Background: an optimization exercise with open tools, aiming at small area, a short achievable clock period and few clock cycles. Do not read the settings as production practice. At most, simulation tests tie the RTL to the original design; equivalence was not proved.

== birch ==
// battery_gauge_level_tracker
module battery_gauge_level_tracker (
  input  logic        clk_i,
  input  logic        rst_ni,
  input  logic        in_valid_i,
  output logic        in_ready_o,
  input  logic [57:0] in_data_i,
  output logic        out_valid_o,
  input  logic        out_ready_i,
  output logic [10:0] out_data_o
);
For scale: roughly 220 flip-flops.
export LEC_CHECK = 0
export CAP_MARGIN = 20
export CORE_MARGIN = 2
export CORE_UTILIZATION = 40
export CTS_BUF_LIST = sky130_fd_sc_hd__clkbuf_16
export CTS_CLUSTER_DIAMETER = 100
export CTS_CLUSTER_SIZE = 30
export SLEW_MARGIN = 20
create_clock -name core_clock -period 12.0 [get_ports {clk_i}]
standard.sh (not shown) runs the stock make flow with config.mk's settings and CLKGATE_MAP_FILE= SYNTH_SCRIPT=/design/flow/synth_recipe.tcl, a recipe that flattens the netlist after the stock synthesis.
==> flow/flow/run.sh <==
#!/bin/bash
# Layout: the standard flow (standard.sh, unchanged synthesis) with two settings changed:
# the port buffers are sky130_fd_sc_hd__buf_2 cells, and timing repair aims for 6.5 ns of
# setup slack at the design's 12 ns period. make's full output goes to layout.log here.
set -euo pipefail
export BUFFER_PORTS_ARGS="-buffer_cell sky130_fd_sc_hd__buf_2"
bash standard.sh SETUP_SLACK_MARGIN=6.5 finish > layout.log 2>&1
birch has completed all stages; timing, DRC and antenna checks passed.
Testbench counts of birch, summed over its fixed seeds: cycles 4,848.
What cedar does differently from birch at the input level:
--- a/flow/design.v
+++ b/flow/design.v
@@ -141,22 +141,21 @@
   output logic        in_ready_o,
   input  logic [57:0] in_data_i,
   output logic        out_valid_o,
   input  logic        out_ready_i,
   output logic [10:0] out_data_o
 );
   localparam logic [1:0] K_DIV = 2'd0;    
   localparam logic [1:0] K_CONST = 2'd1;  
   localparam logic [1:0] K_KEEP = 2'd2;   
   localparam logic [1:0] K_NOP = 2'd3;    
-  logic out_valid_q, adv_q;    
-  assign adv_q = !out_valid_q || out_ready_i;
+  logic adv_q;    
   assign in_ready_o = adv_q;
   logic signed [7:0] temp;
   logic [15:0] vin, curin;
   logic [10:0] vq;
   logic [14:0] cq;
   logic [1:0]  rng;
   logic [2:0]  seed_in;
   assign temp = in_data_i[38:31];
   assign vin = in_data_i[54:39];
   assign curin = in_data_i[30:15];
@@ -355,41 +354,64 @@
     if (adv_q) begin
       e_ctl_q <= c_ctl_q; e_quo_q <= quo_d;
     end
   end
   logic       e_chg, e_sw;
   logic [1:0] e_kind;
   logic [2:0] e_band;
   assign {e_chg, e_sw, e_kind, e_band} = e_ctl_q;
   logic [6:0] dpct_q, disp_q;
   logic [6:0] lrep_q;
-  logic       rep_q;
-  logic [2:0] oband_q;
-  logic [6:0] base, qv, p;
+  logic [6:0] base, qv, p, disp_n;
   logic [6:0] lrep_e;
-  logic       rep;
+  logic       rep, push;
   always_comb begin
     base = e_chg ? bgl_pkg::cbase(e_band) : bgl_pkg::dtop(e_band);
     qv = (e_kind == K_DIV) ? {2'd0, e_quo_q} : 7'd0;
     p = e_chg ? (base + qv) : (base - qv);
     if (e_kind == K_KEEP) p = (e_chg || dpct_q < 7'd80) ? 7'd100 : dpct_q;
     lrep_e = e_sw ? 7'd127 : lrep_q;
     rep = (e_kind != K_NOP) && (p != lrep_e);
+    disp_n = (rep && (e_chg ? (p > disp_q) : (p < disp_q))) ? p : disp_q;
   end
+  assign push = adv_q && e_valid_q;
   always_ff @(posedge clk_i or negedge rst_ni) begin
     if (!rst_ni) begin
-      out_valid_q <= 1'b0; dpct_q <= 7'd0; lrep_q <= 7'd0;
-      disp_q <= 7'd100; rep_q <= 1'b0; oband_q <= 3'd4;
-    end else if (adv_q) begin
-      out_valid_q <= e_valid_q;
-      if (e_valid_q) begin
-        if (!e_chg) dpct_q <= p;
-        lrep_q <= rep ? p : lrep_e;
-        if (rep && (e_chg ? (p > disp_q) : (p < disp_q))) disp_q <= p;
-        rep_q <= rep;
-        oband_q <= e_band;
+      dpct_q <= 7'd0; lrep_q <= 7'd0; disp_q <= 7'd100;
+    end else if (push) begin
+      if (!e_chg) dpct_q <= p;
+      lrep_q <= rep ? p : lrep_e;
+      disp_q <= disp_n;
+    end
+  end
+  logic        h_valid_q, k_valid_q, take;
+  logic [10:0] h_data_q, k_data_q, res;
+  assign res = {disp_n, e_band, rep};
+  assign take = h_valid_q && out_ready_i;
+  always_ff @(posedge clk_i or negedge rst_ni) begin
+    if (!rst_ni) begin
+      h_valid_q <= 1'b0; k_valid_q <= 1'b0; adv_q <= 1'b1;
+    end else begin
+      if (take) begin
+        h_valid_q <= k_valid_q || push;
+        k_valid_q <= k_valid_q && push;
+        adv_q <= 1'b1;
+      end else begin
+        h_valid_q <= h_valid_q || push;
+        k_valid_q <= k_valid_q || (h_valid_q && push);
+        adv_q <= !(h_valid_q && (k_valid_q || push));
       end
     end
   end
-  assign out_valid_o = out_valid_q;
-  assign out_data_o = {disp_q, oband_q, rep_q};
+  always_ff @(posedge clk_i) begin
+    if (take) begin
+      if (k_valid_q) h_data_q <= k_data_q;
+      else h_data_q <= res;
+      k_data_q <= res;
+    end else begin
+      if (!h_valid_q) h_data_q <= res;
+      else if (!k_valid_q) k_data_q <= res;
+    end
+  end
+  assign out_valid_o = h_valid_q;
+  assign out_data_o = h_data_q;
 endmodule
==> comparison <==
A first element of the critical path of a_ctl_q[2]$_DFFE_PN_ is what birch shows, while a_ctl_q[0]$_DFFE_PP_ belongs to cedar. Per the comparison of cedar with birch, post-CTS setup buffer count went up by 4.5%, time the final worst path needs with I/O delays and setup has decreased, portion of the post-synthesis area used by sequential elements grew by 1.3 points, area of the mapped netlist increased by 6.1% relative to the old numbers.
No functional check of the RTL was part of cedar.

port drivers added, routing unchanged:
In the flow no input, the clock included, has a driving cell. The finished layouts below were timed again as built, in two steps.
Step 1: set_driving_cell puts a clkbuf_16 on clk_i and a buf_2 on each other input, an assumption about the parent block.
Step 2 times the ports against the registers' clock, not the clock port: input delays grow and output delays shrink by t, the midpoint of the rising clock arrivals with the driver on.
Slacks: ideal / step 1 / step 2; pairs: ideal / step 1.
run	shift t [ns]	setup WS [ns]	worst slew at a driven data input, ns
birch	0.536	6.417 / 6.417 / 6.417	0.04
cedar	0.550	6.483 / 6.483 / 6.483	0.04
After both steps every run listed still meets setup and hold.
